From an optimization exercise on the open Yosys and OpenROAD flow, aimed at small area, a short achievable clock period and few clock cycles; shortcuts taken in it are not production practice. In this exercise RTL edits were held to simulation tests only and were not proved equivalent to the original. Power figures rest on the tool's default switching activity, not on a simulated workload.

== west ==
==> flow/design.v (excerpt) <==
module zpu_exec_top (
    input  logic        clk,
    input  logic        rst,
    input  logic [4:0]  inst_op_i,
    input  logic [6:0]  inst_imm_i,
    input  logic [25:0] inst_dest_addr_i,
    input  logic [31:0] inst_operand_i,
    input  logic [25:0] inst_operand_addr_i,
    output logic        stall_o,
    output logic        dmem_en_o,
    output logic [3:0]  dmem_wmask_o,
    output logic [25:0] dmem_addr_o,
    output logic [31:0] dmem_wdata_o,
    input  logic [31:0] dmem_rdata_i,
    output logic [31:0] stack_tos_o,
    output logic [31:0] stack_nos_o
);
==> flow/config.mk <==
export PLATFORM = sky130hd
export DESIGN_NAME = zpu_exec_top
export DESIGN_NICKNAME = zpu_exec_top
export VERILOG_FILES = /design/flow/design.v
export SDC_FILE = /design/flow/constraint.sdc
export NUM_CORES = 4
export LEC_CHECK = 0
export CAP_MARGIN = 20
export CORE_MARGIN = 2
export CORE_UTILIZATION = 40
export SETUP_SLACK_MARGIN = 3.0
export SLEW_MARGIN = 20
==> flow/constraint.sdc <==
create_clock -name core_clock -period 8.0 [get_ports {clk}]
set_input_delay 1.6000 -clock core_clock [delete_from_list [all_inputs] [get_ports {clk}]]
set_output_delay 1.6000 -clock core_clock [all_outputs]
set_load 0.01 [all_outputs]
run.sh (not shown) runs the stock make flow with config.mk's settings and CLKGATE_MAP_FILE= SYNTH_SCRIPT=/design/flow/synth_recipe.tcl, a recipe that flattens the netlist after the stock synthesis.
Testbench counts of west, summed over its fixed seeds: cycles 132,055.
For east, these inputs were changed with respect to west:
==> flow/flow/run.sh (new file) <==
#!/bin/bash
# The standard ORFS layout, with plain buf_1 cells as the port buffers
# (the default picks clkdlybuf4s50_1, which is larger and slower).
set -euo pipefail
export BUFFER_PORTS_ARGS="-buffer_cell sky130_fd_sc_hd__buf_1"
bash standard.sh > standard.log 2>&1
==> flow/standard.sh (new file) <==
#!/bin/bash
# synth_recipe.tcl (not shown) runs the flow's synth.tcl, then flattens the netlist and writes it again
# the make line also repeats each setting of config.mk as NAME=value (left out here)
make -C /OpenROAD-flow-scripts/flow DESIGN_CONFIG=/design/flow/config.mk WORK_HOME=/design/flow/orfs CLKGATE_MAP_FILE= SYNTH_SCRIPT=/design/flow/synth_recipe.tcl "${@:-finish}"
removed: flow/run.sh
Results
- Biggest cell delay along the critical path in east is 0.02 ns higher than in west
- Sort west and east by layout clock buffer count desc -> top: west
- met3 track demand over resource for east: 0.50 points up relative to west
- There was hardly any difference in worst slack on hold paths between west and east.
- ~same via count in west and east
- [compare] base=west new=east: total design power decreased 0.10 mW, slew at the pin with the worst max-slew slack increased 0.021 ns, relative area change from synthesis to final layout decreased 5.5 points.

---

The RTL this note starts from:
==> flow/design.v <==
package zpu_exec_pkg;
    localparam int WORD_W  = 32;
    localparam int DMEM_AW = 26;
    localparam logic [4:0] OP_NOP = 5'd0, OP_MOV = 5'd1, OP_IM0 = 5'd2, OP_IMN = 5'd3,
        OP_ADD = 5'd4, OP_ADDSP = 5'd5, OP_SUB = 5'd6, OP_AND = 5'd7, OP_OR = 5'd8,
        OP_NOT = 5'd9, OP_FLIP = 5'd10, OP_EQ = 5'd11, OP_LT = 5'd12, OP_ULT = 5'd13,
        OP_MUL = 5'd14, OP_LOAD = 5'd15, OP_STORE = 5'd16, OP_STORE2 = 5'd17,
        OP_LOADSP = 5'd18, OP_STORESP = 5'd19;
endpackage
`timescale 1ns/1ps
module zpu_exec_top (
    input  logic        clk,
    input  logic        rst,
    input  logic [4:0]  inst_op_i,
    input  logic [6:0]  inst_imm_i,
    input  logic [25:0] inst_dest_addr_i,
    input  logic [31:0] inst_operand_i,
    input  logic [25:0] inst_operand_addr_i,
    output logic        stall_o,
    output logic        dmem_en_o,
    output logic [3:0]  dmem_wmask_o,
    output logic [25:0] dmem_addr_o,
    output logic [31:0] dmem_wdata_o,
    input  logic [31:0] dmem_rdata_i,
    output logic [31:0] stack_tos_o,
    output logic [31:0] stack_nos_o
);
    logic [31:0] tos_q, nos_q;
    logic [31:0] s_q;            
    logic [27:0] c_q;            
    logic        cy_q;           
    logic [25:0] a0_q;
    logic [31:0] d0_q;
    logic        v0_q;
    logic [23:0] a1_q;
    logic [31:0] d1_q;
    logic        v1_q;
    logic        pend_q;
    logic        ph_q;           
    logic        ap_q;           
    logic [2:0]  mc_q;           
    logic [4:0] op;
    assign op = inst_op_i;
    logic [3:0] lo;
    logic op_nop, op_mov, op_im0, op_imn, op_add, op_addsp, op_sub, op_and, op_or, op_not;
    logic op_flip, op_eq, op_lt, op_ult, op_mul, op_load, op_store, op_store2, op_loadsp;
    logic op_storesp;
    assign lo         = op[3:0];
    assign op_nop     = !op[4] && (lo == 4'd0);
    assign op_mov     = !op[4] && (lo == 4'd1);
    assign op_im0     = !op[4] && (lo == 4'd2);
    assign op_imn     = !op[4] && (lo == 4'd3);
    assign op_add     = (lo == 4'd4);
    assign op_addsp   = (lo == 4'd5);
    assign op_sub     = (lo == 4'd6);
    assign op_and     = (lo == 4'd7);
    assign op_or      = (lo == 4'd8);
    assign op_not     = (lo == 4'd9);
    assign op_flip    = (lo == 4'd10);
    assign op_eq      = (lo == 4'd11);
    assign op_lt      = (lo == 4'd12);
    assign op_ult     = (lo == 4'd13);
    assign op_mul     = (lo == 4'd14);
    assign op_load    = (lo == 4'd15);
    assign op_store   = op[4] && (op[1:0] == 2'd0);
    assign op_store2  = op[4] && (op[1:0] == 2'd1);
    assign op_loadsp  = op[4] && (op[1:0] == 2'd2);
    assign op_storesp = op[4] && (op[1:0] == 2'd3);
    logic        m0, m1;
    logic [31:0] opnd;
    assign m0   = v0_q && (a0_q[25:2] == inst_operand_addr_i[25:2]);
    assign m1   = v1_q && (a1_q == inst_operand_addr_i[25:2]);
    assign opnd = m0 ? d0_q : (m1 ? d1_q : inst_operand_i);
    logic [31:0] ldata;
    assign ldata = (v0_q && (a0_q[25:2] == tos_q[25:2])) ? d0_q : dmem_rdata_i;
    logic [31:0] r0, r1, r2, r3, x1, y1, x2, y2, x3, y3, xs, ys;
    logic [4:0]  low;
    logic        mlast;
    assign r0 = nos_q[0] ? tos_q : 32'd0;
    assign r1 = nos_q[1] ? {tos_q[30:0], 1'b0} : 32'd0;
    assign r2 = nos_q[2] ? {tos_q[29:0], 2'b0} : 32'd0;
    assign r3 = nos_q[3] ? {tos_q[28:0], 3'b0} : 32'd0;
    assign x1 = s_q ^ {4'd0, c_q} ^ r0;
    assign y1 = {((s_q[30:0] & {4'd0, c_q[26:0]}) | (s_q[30:0] & r0[30:0]) |
                  ({4'd0, c_q[26:0]} & r0[30:0])), cy_q};
    assign x2 = r1 ^ r2 ^ r3;
    assign y2 = {((r1[30:0] & r2[30:0]) | (r1[30:0] & r3[30:0]) | (r2[30:0] & r3[30:0])), 1'b0};
    assign x3 = x1 ^ y1 ^ x2;
    assign y3 = {((x1[30:0] & y1[30:0]) | (x1[30:0] & x2[30:0]) | (y1[30:0] & x2[30:0])), 1'b0};
    assign xs = x3 ^ y3 ^ y2;
    assign ys = {((x3[30:0] & y3[30:0]) | (x3[30:0] & y2[30:0]) | (y3[30:0] & y2[30:0])), 1'b0};
    assign low   = {1'b0, xs[3:0]} + {1'b0, ys[3:0]};
    assign mlast = (mc_q == 3'd7);
    logic rd;
    assign rd      = op_load && !ph_q;
    assign stall_o = (op_load && !ph_q) || (op_addsp && !ap_q) || (op_mul && !mlast);
    logic acc;
    assign acc = !rst && !stall_o;
    logic [31:0] sum, diff;
    logic        borrow, eq, lt, ult;
    assign sum            = tos_q + nos_q;
    assign {borrow, diff} = {1'b0, nos_q} - {1'b0, tos_q};
    assign eq  = (tos_q == nos_q);
    assign ult = !borrow && !eq;
    assign lt  = !(borrow ^ nos_q[31] ^ tos_q[31]) && !eq;
    logic [31:0] flip;
    always_comb begin
        for (int i = 0; i < 32; i++) flip[i] = tos_q[31-i];
    end
    logic t_nos, t_im0, t_imn, t_sum, t_diff, t_and, t_or, t_not, t_flip, t_cmp, t_mul;
    logic t_ld, t_opnd, t_keep, n_opnd, n_tos, n_s, n_mul, n_keep, cmp;
    assign t_nos  = op_mov || op_storesp;
    assign t_im0  = op_im0;
    assign t_imn  = op_imn;
    assign t_sum  = op_add || (op_addsp && ap_q);
    assign t_diff = op_sub;
    assign t_and  = op_and;
    assign t_or   = op_or;
    assign t_not  = op_not;
    assign t_flip = op_flip;
    assign t_cmp  = op_eq || op_lt || op_ult;
    assign t_mul  = op_mul && mlast;
    assign t_ld   = op_load && ph_q;
    assign t_opnd = op_store || op_loadsp;
    assign t_keep = !(t_nos || t_im0 || t_imn || t_sum || t_diff || t_and || t_or || t_not ||
                      t_flip || t_cmp || t_mul || t_ld || t_opnd);
    assign cmp    = (op_eq && eq) || (op_lt && lt) || (op_ult && ult);
    assign n_opnd = op_mov || op_add || op_sub || op_and || op_or || op_eq || op_lt ||
                    op_ult || (op_mul && mlast) || op_store2 || op_storesp ||
                    (op_addsp && !ap_q);
    assign n_tos  = op_im0 || op_loadsp;
    assign n_s    = op_addsp && ap_q;
    assign n_mul  = op_mul && !mlast;
    assign n_keep = !(n_opnd || n_tos || n_s || n_mul);
    logic [31:0] tos_d, nos_d, wdat;
    logic [25:0] waddr;
    logic        wr;
    assign tos_d = ({32{t_nos}}  & nos_q) |
                   ({32{t_im0}}  & {{25{inst_imm_i[6]}}, inst_imm_i}) |
                   ({32{t_imn}}  & {tos_q[24:0], inst_imm_i}) |
                   ({32{t_sum}}  & sum) |
                   ({32{t_diff}} & diff) |
                   ({32{t_and}}  & (tos_q & nos_q)) |
                   ({32{t_or}}   & (tos_q | nos_q)) |
                   ({32{t_not}}  & ~tos_q) |
                   ({32{t_flip}} & flip) |
                   {31'd0, cmp} |
                   ({32{t_mul}}  & {low[3:0], nos_q[31:4]}) |
                   ({32{t_ld}}   & ldata) |
                   ({32{t_opnd}} & opnd) |
                   ({32{t_keep}} & tos_q);
    assign nos_d = ({32{n_opnd}} & opnd) |
                   ({32{n_tos}}  & tos_q) |
                   ({32{n_s}}    & s_q) |
                   ({32{n_mul}}  & {low[3:0], nos_q[31:4]}) |
                   ({32{n_keep}} & nos_q);
    assign wr    = !(op_nop || op_mov || op_store2);
    assign waddr = op_store ? {tos_q[25:2], 2'b00} : inst_dest_addr_i;
    assign wdat  = ({32{op_storesp}} & tos_q) |
                   ({32{op_store}}  & nos_q) |
                   ({32{t_im0}}  & {{25{inst_imm_i[6]}}, inst_imm_i}) |
                   ({32{t_imn}}  & {tos_q[24:0], inst_imm_i}) |
                   ({32{t_sum}}  & sum) |
                   ({32{t_diff}} & diff) |
                   ({32{t_and}}  & (tos_q & nos_q)) |
                   ({32{t_or}}   & (tos_q | nos_q)) |
                   ({32{t_not}}  & ~tos_q) |
                   ({32{t_flip}} & flip) |
                   {31'd0, cmp} |
                   ({32{t_mul}}  & {low[3:0], nos_q[31:4]}) |
                   ({32{t_ld}}   & ldata) |
                   ({32{op_loadsp}} & opnd);
    always_ff @(posedge clk) begin
        if (rst) begin
            tos_q  <= '0;
            nos_q  <= '0;
            s_q    <= '0;
            c_q    <= '0;
            cy_q   <= 1'b0;
            v0_q   <= 1'b0;
            v1_q   <= 1'b0;
            pend_q <= 1'b0;
            ph_q   <= 1'b0;
            ap_q   <= 1'b0;
            mc_q   <= '0;
        end else begin
            tos_q <= tos_d;
            nos_q <= nos_d;
            if (op_mul) begin
                s_q  <= mlast ? 32'd0 : {4'd0, xs[31:4]};
                c_q  <= mlast ? 28'd0 : ys[31:4];
                cy_q <= mlast ? 1'b0 : low[4];
                mc_q <= mc_q + 3'd1;
            end
            if (op_addsp) begin
                s_q <= ap_q ? 32'd0 : nos_q;
            end
            ph_q   <= rd;
            ap_q   <= op_addsp && !ap_q;
            pend_q <= (acc && wr) || (pend_q && rd);
            if (acc && wr) begin
                v0_q <= 1'b1;
                v1_q <= v0_q;
            end
        end
    end
    always_ff @(posedge clk) begin
        if (acc && wr) begin
            a0_q <= waddr;
            d0_q <= wdat;
            a1_q <= a0_q[25:2];
            d1_q <= d0_q;
        end
    end
    assign dmem_en_o    = pend_q || rd;
    assign dmem_wmask_o = rd ? 4'h0 : 4'hf;
    assign dmem_addr_o  = rd ? {tos_q[25:2], a0_q[1:0]} : a0_q;
    assign dmem_wdata_o = d0_q;
    assign stack_tos_o  = tos_q;
    assign stack_nos_o  = nos_q;
endmodule
export LEC_CHECK = 0
export CAP_MARGIN = 20
export CORE_MARGIN = 2
export CORE_UTILIZATION = 40
export SETUP_SLACK_MARGIN = 3.7
export SLEW_MARGIN = 20
create_clock -name core_clock -period 8.0 [get_ports {clk}]
standard.sh (not shown) runs the stock make flow with config.mk's settings and CLKGATE_MAP_FILE= SYNTH_SCRIPT=/design/flow/synth_recipe.tcl, a recipe that flattens the netlist after the stock synthesis.
==> flow/flow/run.sh <==
#!/bin/bash
# The standard ORFS layout, with plain buf_1 cells as the port buffers
# (the default picks clkdlybuf4s50_1, which is larger and slower).
set -euo pipefail
export BUFFER_PORTS_ARGS="-buffer_cell sky130_fd_sc_hd__buf_1"
bash standard.sh > standard.log 2>&1
The baseline completed with no timing, DRC or antenna violations.
Testbench counts at the start, summed over its fixed seeds: cycles 132,055.
==> next run, changes <==
Settings changed: CAP_MARGIN 20 to 5, CTS_BUF_LIST set to sky130_fd_sc_hd__clkbuf_4 sky130_fd_sc_hd__clkbuf_8, SLEW_MARGIN 20 to 5.
Result: Clock skew is about the same; clock-buffer cell count goes up by 42; core utilization barely changes; die area does not change; worst setup slack stays flat; register-to-register slack loses 0.05 ns.

## static timing again, ports no longer ideal
The flow's constraints put no driver on any port. The routed layouts listed below were extracted and timed again, unchanged, in two steps. Step 1 sets driving cells, clkbuf_16 on the clock port and buf_2 on the other inputs (assumed; they add their load-dependent delay and slew). Step 2 also shifts input and output timing later by t, the mid clock arrival at the registers, as if the neighbouring blocks saw the same clock. Slacks: ideal / step 1 / step 2; pairs: ideal / step 1.
| run | t (ns) | slack for setup (ns) | pins driven straight from the clock port |
|---|---|---|---|
| west | 0.625 | 3.011 / 2.975 / 2.599 | 1 |
| east | 0.629 | 2.988 / 2.943 / 2.551 | 1 |
| the first run of note 2 | 0.676 | 3.484 / 3.331 / 3.047 | 1 |
| the second run of note 2 | 0.706 | 3.485 / 3.236 / 2.790 | 1 |
After both steps setup and hold are still met in every run listed. The setup slack of the second run of note 2, which loses most, moves by -0.249 ns with the drivers and by -0.695 ns with both steps.
